This is an optimization exercise on Yosys and OpenROAD, whose aim is few clock cycles, not a production implementation.
In this exercise RTL edits were held to simulation tests only and were not proved equivalent to the original.
No activity file was given, so power comes from the tool's default toggle rates.

**flow/constraint.sdc**
```tcl
create_clock -name core_clock -period 12.0 [get_ports {CLK}]
set_input_delay 2.4000 -clock core_clock [delete_from_list [all_inputs] [get_ports {CLK}]]
set_output_delay 2.4000 -clock core_clock [all_outputs]
set_load 0.01 [all_outputs]
```
**flow/design.v**
```verilog
`default_nettype none
module dcache_data_array (
  input  logic        CLK,
  input  logic        nRST,
  input  logic        rd_way,
  input  logic [2:0]  rd_index,
  input  logic        rd_word,
  output logic [31:0] rd_data,
  input  logic        wr_en,
  input  logic        wr_way,
  input  logic [2:0]  wr_index,
  input  logic        wr_word,
  input  logic [31:0] wr_data
);
  logic [31:0][31:0] data_q;
  assign rd_data = data_q[{rd_way, rd_index, rd_word}];
  for (genvar i = 0; i < 32; i++)
  begin : g_word
    always_ff @(posedge CLK, negedge nRST)
    begin
      if (!nRST)
        data_q[i] <= '0;
      else if (wr_en && {wr_way, wr_index, wr_word} == 5'(i))
        data_q[i] <= wr_data;
    end
  end
endmodule
`default_nettype wire
`default_nettype none
module dcache_tag_array (
  input  logic        CLK,
  input  logic        nRST,
  input  logic [2:0]  lookup_index,
  input  logic [25:0] lookup_tag,
  output logic        meta0_valid,
  output logic        meta0_dirty,
  output logic [25:0] meta0_tag,
  output logic        meta1_valid,
  output logic        meta1_dirty,
  output logic [25:0] meta1_tag,
  output logic        hit,
  output logic        hit_way,
  output logic        victim_way,
  input  logic        mw_en,
  input  logic        mw_way,
  input  logic [2:0]  mw_index,
  input  logic        mw_valid,
  input  logic        mw_dirty,
  input  logic [25:0] mw_tag,
  input  logic        lru_touch,
  input  logic        touch_way
);
  logic [15:0]       valid_q;
  logic [15:0]       dirty_q;
  logic [15:0][25:0] tag_q;
  logic [7:0]        lru_q;  
  logic [1:0]        way_match;
  assign meta0_valid = valid_q[{1'b0, lookup_index}];
  assign meta0_dirty = dirty_q[{1'b0, lookup_index}];
  assign meta0_tag   = tag_q[{1'b0, lookup_index}];
  assign meta1_valid = valid_q[{1'b1, lookup_index}];
  assign meta1_dirty = dirty_q[{1'b1, lookup_index}];
  assign meta1_tag   = tag_q[{1'b1, lookup_index}];
  assign way_match[0] = meta0_valid && (meta0_tag == lookup_tag);
  assign way_match[1] = meta1_valid && (meta1_tag == lookup_tag);
  assign hit     = |way_match;
  assign hit_way = way_match[1] && !way_match[0];
  assign victim_way = !meta0_valid ? 1'b0 :
                      !meta1_valid ? 1'b1 :
                      lru_q[lookup_index];
  for (genvar i = 0; i < 16; i++)
  begin : g_line
    always_ff @(posedge CLK, negedge nRST)
    begin
      if (!nRST)
      begin
        valid_q[i] <= 1'b0;
        dirty_q[i] <= 1'b0;
        tag_q[i]   <= '0;
      end
      else if (mw_en && {mw_way, mw_index} == 4'(i))
      begin
        valid_q[i] <= mw_valid;
        dirty_q[i] <= mw_dirty;
        tag_q[i]   <= mw_tag;
      end
    end
  end
  for (genvar s = 0; s < 8; s++)
  begin : g_lru
    always_ff @(posedge CLK, negedge nRST)
    begin
      if (!nRST)
        lru_q[s] <= 1'b0;
      else if (lru_touch && lookup_index == 3'(s))
        lru_q[s] <= !touch_way;  
    end
  end
endmodule
`default_nettype wire
`default_nettype none
module dcache_ctrl (
  input  logic        CLK,
  input  logic        nRST,
  input  logic        cpu_ren,
  input  logic        cpu_wen,
  input  logic        cpu_halt,
  input  logic [31:0] cpu_addr,
  input  logic [31:0] cpu_store,
  output logic        cpu_hit,
  output logic [31:0] cpu_load,
  output logic        cpu_flushed,
  output logic        mem_ren,
  output logic        mem_wen,
  output logic [31:0] mem_addr,
  output logic [31:0] mem_store,
  input  logic        dwait,
  input  logic [31:0] dload,
  output logic [2:0]  lookup_index,
  input  logic        meta0_valid,
  input  logic        meta0_dirty,
  input  logic [25:0] meta0_tag,
  input  logic        meta1_valid,
  input  logic        meta1_dirty,
  input  logic [25:0] meta1_tag,
  input  logic        hit,
  input  logic        hit_way,
  input  logic        victim_way,
  output logic        mw_en,
  output logic        mw_way,
  output logic [2:0]  mw_index,
  output logic        mw_valid,
  output logic        mw_dirty,
  output logic [25:0] mw_tag,
  output logic        lru_touch,
  output logic        touch_way,
  output logic        rd_way,
  output logic [2:0]  rd_index,
  output logic        rd_word,
  input  logic [31:0] rd_data,
  output logic        dw_en,
  output logic        dw_way,
  output logic [2:0]  dw_index,
  output logic        dw_word,
  output logic [31:0] dw_data
);
  localparam logic [3:0] IDLE      = 4'd0;
  localparam logic [3:0] WB0       = 4'd1;
  localparam logic [3:0] WB1       = 4'd2;
  localparam logic [3:0] FILL0     = 4'd3;
  localparam logic [3:0] FILL1     = 4'd4;
  localparam logic [3:0] FLUSH_CHK = 4'd5;
  localparam logic [3:0] FLUSH_W0  = 4'd6;
  localparam logic [3:0] FLUSH_W1  = 4'd7;
  localparam logic [3:0] FLUSHED   = 4'd8;
  localparam logic [3:0] LAST_LINE = 4'd15;  
  logic [3:0]  state_q, state_d;
  logic        vict_q, vict_d;            
  logic [3:0]  flush_cnt_q, flush_cnt_d;  
  logic [25:0] req_tag;
  logic [2:0]  req_index;
  logic        req_word;
  logic        in_flush;
  logic [25:0] vict_tag;
  logic        victim_valid, victim_dirty;
  logic        flush_valid, flush_dirty;
  logic [25:0] flush_tag;
  assign req_tag   = cpu_addr[31:6];
  assign req_index = cpu_addr[5:3];
  assign req_word  = cpu_addr[2];
  assign in_flush  = (state_q == FLUSH_CHK) || (state_q == FLUSH_W0) || (state_q == FLUSH_W1);
  assign vict_tag     = vict_q ? meta1_tag : meta0_tag;
  assign victim_valid = victim_way ? meta1_valid : meta0_valid;
  assign victim_dirty = victim_way ? meta1_dirty : meta0_dirty;
  assign flush_valid  = flush_cnt_q[0] ? meta1_valid : meta0_valid;
  assign flush_dirty  = flush_cnt_q[0] ? meta1_dirty : meta0_dirty;
  assign flush_tag    = flush_cnt_q[0] ? meta1_tag : meta0_tag;
  assign lookup_index = in_flush ? flush_cnt_q[3:1] : req_index;
  assign rd_index     = lookup_index;
  always_ff @(posedge CLK, negedge nRST)
  begin
    if (!nRST)
    begin
      state_q     <= IDLE;
      vict_q      <= 1'b0;
      flush_cnt_q <= '0;
    end
    else
    begin
      state_q     <= state_d;
      vict_q      <= vict_d;
      flush_cnt_q <= flush_cnt_d;
    end
  end
  always_comb
  begin
    state_d     = state_q;
    vict_d      = vict_q;
    flush_cnt_d = flush_cnt_q;
    cpu_hit     = 1'b0;
    cpu_load    = '0;
    cpu_flushed = (state_q == FLUSHED);
    mem_ren     = 1'b0;
    mem_wen     = 1'b0;
    mem_addr    = '0;
    mem_store   = '0;
    mw_en       = 1'b0;
    mw_way      = 1'b0;
    mw_index    = '0;
    mw_valid    = 1'b0;
    mw_dirty    = 1'b0;
    mw_tag      = '0;
    dw_en       = 1'b0;
    dw_way      = 1'b0;
    dw_index    = '0;
    dw_word     = 1'b0;
    dw_data     = '0;
    lru_touch   = 1'b0;
    touch_way   = hit_way;
    rd_way      = hit_way;
    rd_word     = req_word;
    case (state_q)
      IDLE:
      begin
        if (cpu_ren || cpu_wen)
        begin
          if (hit)
          begin
            cpu_hit   = 1'b1;
            cpu_load  = rd_data;
            lru_touch = 1'b1;
            if (cpu_wen)
            begin
              dw_en    = 1'b1;
              dw_way   = hit_way;
              dw_index = req_index;
              dw_word  = req_word;
              dw_data  = cpu_store;
              mw_en    = 1'b1;
              mw_way   = hit_way;
              mw_index = req_index;
              mw_valid = 1'b1;
              mw_dirty = 1'b1;
              mw_tag   = req_tag;
            end
          end
          else
          begin
            vict_d = victim_way;
            if (victim_valid && victim_dirty)
              state_d = WB0;
            else
              state_d = FILL0;
          end
        end
        else if (cpu_halt)
        begin
          flush_cnt_d = '0;
          state_d     = FLUSH_CHK;
        end
      end
      WB0, WB1:
      begin
        rd_way    = vict_q;
        rd_word   = (state_q == WB1);
        mem_wen   = 1'b1;
        mem_addr  = {vict_tag, req_index, rd_word, 2'b00};
        mem_store = rd_data;
        if (!dwait)
          state_d = (state_q == WB0) ? WB1 : FILL0;
      end
      FILL0:
      begin
        rd_way   = vict_q;
        mem_ren  = 1'b1;
        mem_addr = {req_tag, req_index, req_word, 2'b00};
        if (!dwait)
        begin
          dw_en    = 1'b1;
          dw_way   = vict_q;
          dw_index = req_index;
          dw_word  = req_word;
          dw_data  = cpu_wen ? cpu_store : dload;
          state_d  = FILL1;
        end
      end
      FILL1:
      begin
        rd_way    = vict_q;
        touch_way = vict_q;
        mem_ren   = 1'b1;
        mem_addr  = {req_tag, req_index, !req_word, 2'b00};
        if (!dwait)
        begin
          dw_en     = 1'b1;
          dw_way    = vict_q;
          dw_index  = req_index;
          dw_word   = !req_word;
          dw_data   = dload;
          mw_en     = 1'b1;
          mw_way    = vict_q;
          mw_index  = req_index;
          mw_valid  = 1'b1;
          mw_dirty  = cpu_wen;
          mw_tag    = req_tag;
          lru_touch = 1'b1;
          cpu_hit   = 1'b1;
          cpu_load  = rd_data;  
          state_d   = IDLE;
        end
      end
      FLUSH_CHK, FLUSH_W0, FLUSH_W1:
      begin
        rd_way    = flush_cnt_q[0];
        rd_word   = (state_q == FLUSH_W1);
        mem_wen   = (state_q != FLUSH_CHK);
        mem_addr  = {flush_tag, flush_cnt_q[3:1], rd_word, 2'b00};
        mem_store = rd_data;
        if (state_q == FLUSH_CHK && flush_valid && flush_dirty)
          state_d = FLUSH_W0;
        else if (state_q == FLUSH_W0)
        begin
          if (!dwait)
            state_d = FLUSH_W1;
        end
        else if (state_q == FLUSH_CHK || !dwait)
        begin
          mw_en    = 1'b1;
          mw_way   = flush_cnt_q[0];
          mw_index = flush_cnt_q[3:1];
          mw_valid = 1'b0;
          mw_dirty = 1'b0;
          mw_tag   = flush_tag;
          if (flush_cnt_q == LAST_LINE)
            state_d = FLUSHED;
          else
          begin
            flush_cnt_d = flush_cnt_q + 4'd1;
            state_d     = FLUSH_CHK;
          end
        end
      end
      FLUSHED:
      begin
        state_d = FLUSHED;  
      end
      default:
      begin
        state_d = IDLE;
      end
    endcase
  end
endmodule
`default_nettype wire
`default_nettype none
module dcache_top (
  input  logic        CLK,
  input  logic        nRST,
  input  logic        cpu_ren,
  input  logic        cpu_wen,
  input  logic        cpu_halt,
  input  logic [31:0] cpu_addr,
  input  logic [31:0] cpu_store,
  output logic        cpu_hit,
  output logic [31:0] cpu_load,
  output logic        cpu_flushed,
  output logic        mem_ren,
  output logic        mem_wen,
  output logic [31:0] mem_addr,
  output logic [31:0] mem_store,
  input  logic        dwait,
  input  logic [31:0] dload
);
  logic [2:0]  lookup_index;
  logic        meta0_valid, meta0_dirty;
  logic [25:0] meta0_tag;
  logic        meta1_valid, meta1_dirty;
  logic [25:0] meta1_tag;
  logic        hit;
  logic        hit_way;
  logic        victim_way;
  logic        mw_en, mw_way, mw_valid, mw_dirty;
  logic [2:0]  mw_index;
  logic [25:0] mw_tag;
  logic        lru_touch;
  logic        touch_way;
  logic        rd_way;
  logic [2:0]  rd_index;
  logic        rd_word;
  logic [31:0] rd_data;
  logic        dw_en, dw_way, dw_word;
  logic [2:0]  dw_index;
  logic [31:0] dw_data;
  dcache_ctrl ctrl_i (
    .CLK          (CLK),
    .nRST         (nRST),
    .cpu_ren      (cpu_ren),
    .cpu_wen      (cpu_wen),
    .cpu_halt     (cpu_halt),
    .cpu_addr     (cpu_addr),
    .cpu_store    (cpu_store),
    .cpu_hit      (cpu_hit),
    .cpu_load     (cpu_load),
    .cpu_flushed  (cpu_flushed),
    .mem_ren      (mem_ren),
    .mem_wen      (mem_wen),
    .mem_addr     (mem_addr),
    .mem_store    (mem_store),
    .dwait        (dwait),
    .dload        (dload),
    .lookup_index (lookup_index),
    .meta0_valid  (meta0_valid),
    .meta0_dirty  (meta0_dirty),
    .meta0_tag    (meta0_tag),
    .meta1_valid  (meta1_valid),
    .meta1_dirty  (meta1_dirty),
    .meta1_tag    (meta1_tag),
    .hit          (hit),
    .hit_way      (hit_way),
    .victim_way   (victim_way),
    .mw_en        (mw_en),
    .mw_way       (mw_way),
    .mw_index     (mw_index),
    .mw_valid     (mw_valid),
    .mw_dirty     (mw_dirty),
    .mw_tag       (mw_tag),
    .lru_touch    (lru_touch),
    .touch_way    (touch_way),
    .rd_way       (rd_way),
    .rd_index     (rd_index),
    .rd_word      (rd_word),
    .rd_data      (rd_data),
    .dw_en        (dw_en),
    .dw_way       (dw_way),
    .dw_index     (dw_index),
    .dw_word      (dw_word),
    .dw_data      (dw_data)
  );
  dcache_tag_array tags_i (
    .CLK          (CLK),
    .nRST         (nRST),
    .lookup_index (lookup_index),
    .lookup_tag   (cpu_addr[31:6]),  
    .meta0_valid  (meta0_valid),
    .meta0_dirty  (meta0_dirty),
    .meta0_tag    (meta0_tag),
    .meta1_valid  (meta1_valid),
    .meta1_dirty  (meta1_dirty),
    .meta1_tag    (meta1_tag),
    .hit          (hit),
    .hit_way      (hit_way),
    .victim_way   (victim_way),
    .mw_en        (mw_en),
    .mw_way       (mw_way),
    .mw_index     (mw_index),
    .mw_valid     (mw_valid),
    .mw_dirty     (mw_dirty),
    .mw_tag       (mw_tag),
    .lru_touch    (lru_touch),
    .touch_way    (touch_way)
  );
  dcache_data_array data_i (
    .CLK      (CLK),
    .nRST     (nRST),
    .rd_way   (rd_way),
    .rd_index (rd_index),
    .rd_word  (rd_word),
    .rd_data  (rd_data),
    .wr_en    (dw_en),
    .wr_way   (dw_way),
    .wr_index (dw_index),
    .wr_word  (dw_word),
    .wr_data  (dw_data)
  );
endmodule
`default_nettype wire
```
**flow/run.sh**
```bash
#!/bin/bash
# synth_recipe.tcl (not shown) runs the flow's synth.tcl, then flattens the netlist and writes it again
# the make line also repeats each setting of config.mk as NAME=value (left out here)
make -C /OpenROAD-flow-scripts/flow DESIGN_CONFIG=/design/flow/config.mk WORK_HOME=/design/flow/orfs CLKGATE_MAP_FILE= SYNTH_SCRIPT=/design/flow/synth_recipe.tcl finish
```
**flow/config.mk**
```make
export PLATFORM = sky130hd
export DESIGN_NAME = dcache_top
export DESIGN_NICKNAME = dcache_top
export VERILOG_FILES = /design/flow/design.v
export SDC_FILE = /design/flow/constraint.sdc
export NUM_CORES = 4
export LEC_CHECK = 0
export CAP_MARGIN = 20
export CORE_MARGIN = 2
export CORE_UTILIZATION = 40
export SLEW_MARGIN = 20
```
==> Implementation_results.wiki <==
{| class="wikitable"
! Metric !! Value
|-
| Netlist Area Pre-Place || 76000 sq um
|-
| Classification of the worst-slack hold path || flip-flop to flip-flop
|-
| Setup violation total in the final timing report || 0
|-
| Count of maximum capacitance violations || 0
|-
| Most used flip-flop cell after synthesis || dfrtp_1
|-
| Power density cells || 204.6 nW/um^2
|-
| Clock Pin Slew Worst Setup and Hold Paths || 0.06 ns
|-
| Fraction of final layout cells with drive strength greater than 1 || 27.17%
|-
| Internal reg-to-reg setup slack || 2.54 ns
|-
| Area of the core || 188200 sq um
|-
| Cells along the critical path || clkdlybuf4s50_1 -> nor2b_1 -> o21ai_4 -> buf_4 -> a21oi_1 -> a2111oi_1 -> or3b_1 -> nand4_1 -> nor4_1 -> o2111a_1 -> a211oi_1 -> buf_4 -> o22ai_4 -> buf_4 -> mux2i_1 -> a22o_1 -> clkdlybuf4s50_1
|-
| Final Hold Violating Endpoints || 0
|-
| Sequential element share of the synthesized area || 49.03%
|-
| Die extent in y || 439.9 microns
|-
| Worst r2r src || ctrl_i.state_q[1]
|-
| DR WL/cell || 25.86 microns
|-
| Layout Area Growth over Synthesis || 13.14%
|-
| Hold_buf cts || 0
|-
| Upper clock frequency limit || 0.08747 GHz
|-
| Clock Root Buffer || clkbuf_16
|-
| Hold WS || 0.4844 ns
|-
| Worst EP arrival || 9.03 ns
|-
| Overall Global Routing Usage || 25.24%
|-
| Reg2Reg Capture Point || tags_i.tag_q[379]
|-
| Critical hold path startpoint || data_i.data_q[674]
|-
| Clock tree from TritonCTS || yes
|-
| Clock period minus final worst setup slack || 11.43 ns
|-
| Vias in the first global route || 56.72k
|-
| Hold Crit Depth || 1
|-
| Total DRC errors in the routed layout || 0
|-
| Number of synthesized flops with an enable pin || 0
|-
| Row Count || 159
|-
| Pins Over Slew Limit || 0
|-
| Critical Path Max Stage Delay || 0.84 ns
|-
| Cell mode on critical path || buf_4
|-
| Library cells used by synthesis || 98
|-
| Max transition margin || 18.62%
|-
| Largest fanout of any net on the critical path || 22
|-
| Maximum buffer depth of the clock tree || 3
|-
| # clock sinks || 1489
|-
| Critical path start-end classification || input port to output pin
|-
| Post-DP HPWL || 141.8 mm
|-
| Critical path capture point type || output pin
|-
| Congestion Overflow GR || 0
|-
| Die width || 439.9 microns
|-
| Outcome || timing/DRC/antenna clean
|-
| Worst-case vdd ir drop || 0.2981 mV
|-
| Setup repair bufs after CTS || 0
|-
| Count of routing violations after the opening detailed-route iteration || 5660
|-
| Antenna-violating nets left || 0
|-
| Highest-delay cell along the critical path || a2111oi_1
|-
| First-pass DRT Iterations || 8
|-
| Setup repair after global routing missed its margin || false
|-
| Number of levels the H-tree was split into || 4
|-
| Fraction of the core area covered by cells at the end of the flow || 45.69%
|-
| Avg Cell Area, Syn || 10.76 sq um
|-
| Required arrival time at the worst endpoint || 9.60 ns
|-
| Initial standard-cell utilization of the core || 40.38%
|-
| Global placer's final weighted congestion || 0.8537
|-
| Period utilization || 95.27%
|-
| Critical Path Start Type || input port
|-
| Via count || 57.43k
|-
| Seq cells post-synth || 1489
|-
| Synth async-reset ratio || 100.0%
|-
| Number of antenna violations at the first check in global routing || 7
|-
| Resized cells post-CTS || 0
|-
| IO Port Bufs || 197
|-
| Final total negative setup slack || 0 ns
|-
| Pin count of the biggest net entering global routing || 178
|-
| First-pass GRT wire length || 371.7 mm
|-
| Family with the most delay on the worst path || compound AO/OA/AOI/OAI gates
|-
| Number of cells on the worst reg-to-reg path || 18
|-
| Gate Count Post-Synth || 7065
|-
| Leakage || 38.36 nW
|-
| Total wire length || 247.9 mm
|-
| Total cell area at the placement stage || 80320 sq um
|-
| Cell area after layout || 85990 sq um
|-
| Setup skew after layout || 0.07531 ns
|-
| Final #Nets || 7067
|-
| Num CTS Buffers || 165
|-
| Yosys warning total || 3
|-
| Count of pins on the block boundary || 202
|-
| Worst slew pin tran || 1.218 ns
|-
| Endpoint of the worst hold path || data_i.data_q[674]
|-
| Worst path bufs/invs || 5
|-
| Area enclosed by the die boundary || 193500 sq um
|-
| Detail-routed via count per cell || 5.990
|-
| Clock Latency Late Sink || 0.85 ns
|}
## per-stage QoR
step / std cells / total power (W) / setup WS (ns)
2_1_floorplan: 7066 / 0.009852 / 3.354
3_3_place_gp: 9280 / 0.01233 / 0.7413
3_5_place_dp: 9285 / 0.01243 / 0.6978
4_1_cts: 9578 / 0.01754 / 0.6853
5_1_grt: 9587 / 0.01829 / 0.3819
6_report: 9588 / 0.01759 / 0.5681
## sequential cells by signal (all words and copies together) (netlist names)
signal              flops
tags_i.tag_q          416
data_i.data_q        1024
ctrl_i.state_q          4
ctrl_i.vict_q           1
tags_i.lru_q            8
tags_i.dirty_q         16
ctrl_i.flush_cnt_q      4
tags_i.valid_q         16
## worst max-delay path by stage
stage	from	to	slack, ns	depth (start not counted)
finish	cpu_addr[4]	mem_store[14]	0.57	17
global route	cpu_addr[4]	mem_store[31]	0.38	17
CTS	cpu_addr[4]	mem_store[14]	0.69	17
detailed placement	cpu_addr[4]	mem_store[14]	0.70	17
global placement	cpu_addr[4]	cpu_load[14]	0.74	18
floorplan	cpu_addr[3]	cpu_load[0]	3.35	18
## cells in the final DEF (no fill, tap or decap), types with 63 or more instances in the layout
master,n
clkbuf_16,165
nor3_1,63
buf_4,172
inv_1,63
a211oi_1,160
a22o_1,66
nor4_1,133
dfrtp_1,1486
mux2_1,137
nand2_1,1248
a21oi_1,660
mux2_2,1314
mux2i_1,75
nand2b_1,168
a22oi_1,107
clkdlybuf4s50_1,195
## report_power, final
part / switching, W / internal [W] / total [W] / leakage, nW
clock: 0.00219 / 0.00290 / 0.00509 / 2.62
sequential: 0.000341 / 0.00555 / 0.00589 / 20.7
combinational: 0.00464 / 0.00197 / 0.00661 / 15.1
total: 0.00717 / 0.0104 / 0.0176 / 38.4
## cells in the mapped netlist, types with 24 or more instances
master | count | area [sq um]
dfrtp_1 | 1489 | 37260
mux2_2 | 1314 | 14800
nand2_1 | 1251 | 4696
a21oi_1 | 661 | 3308
clkbuf_1 | 370 | 1389
buf_2 | 231 | 1156
nand2b_1 | 169 | 1057
a211oi_1 | 161 | 1209
mux2_1 | 137 | 1543
nor4_1 | 133 | 832.1
a22oi_1 | 107 | 803.3
mux2i_1 | 75 | 750.7
nor3_1 | 69 | 345.3
a22o_1 | 66 | 578.1
nor2_1 | 65 | 244.0
inv_1 | 63 | 236.5
nand3_1 | 48 | 240.2
o21ai_0 | 46 | 230.2
a2111o_1 | 41 | 461.7
and3_1 | 39 | 244.0
a211o_1 | 37 | 324.1
a32o_1 | 32 | 320.3
buf_4 | 30 | 225.2
mux2_4 | 30 | 450.4
buf_1 | 28 | 105.1
and2_1 | 27 | 168.9
a2111oi_0 | 26 | 227.7
o2bb2ai_1 | 24 | 210.2
## per-layer routing
layer	track usage, %	wire length [microns]
met5	0	32
met4	9.920	10020
met3	4.365	17180
met2	39.53	113800
met1	34.78	106900
## final cells by class
| cell class | count | area [sq um] |
|---|---|---|
| flip-flops and latches | 1489 | 37270 |
| clock buffers | 244 | 4756 |
| repair buffers | 399 | 3852 |
| well taps | 2495 | 3122 |
| fillers | 17372 | 102200 |
| inverters | 66 | 247.7 |
| clock inverters | 49 | 665.6 |
| multi-input cells | 4843 | 36070 |
| diodes | 3 | 7.507 |
## cells by family after synthesis
group	synth area share, %
AND/OR/NAND/NOR	11.32
other	0.004934
flip-flops	49.03
XOR/XNOR	0.1613
multiplexers	23.08
AO/OA/AOI/OAI	12.15
adder cells (fa/ha/maj)	0.01646
buffers and inverters	4.242
Testbench counts, summed over its fixed seeds: cycles 24,081.

port drivers added, routing unchanged:
Ports are ideal in the flow. The routed layout listed here was re-timed in OpenROAD.
Step 1 assumes that a clkbuf_16 drives the clock port and a buf_2 every other input.
Step 2 adds t to the input delays and takes it off the output delays; t is the mean of the earliest and latest rising clock arrival at the registers after step 1. Input paths then give back, and output paths get back, about the clock's delay inside the block.
a / b / c = ideal ports / drivers / drivers and shift; a / b = the first two.
t, ns: 0.899
slack for setup (ns): 0.568 / 0.416 / 0.416
latest minus earliest clock arrival (ns): 0.076 / 0.076
worst register clock-pin slew, ns: 0.07 / 0.07
After both steps setup and hold are still met in this run. For this run, drivers alone change the setup slack by -0.152 ns; drivers and shift together by -0.152 ns.
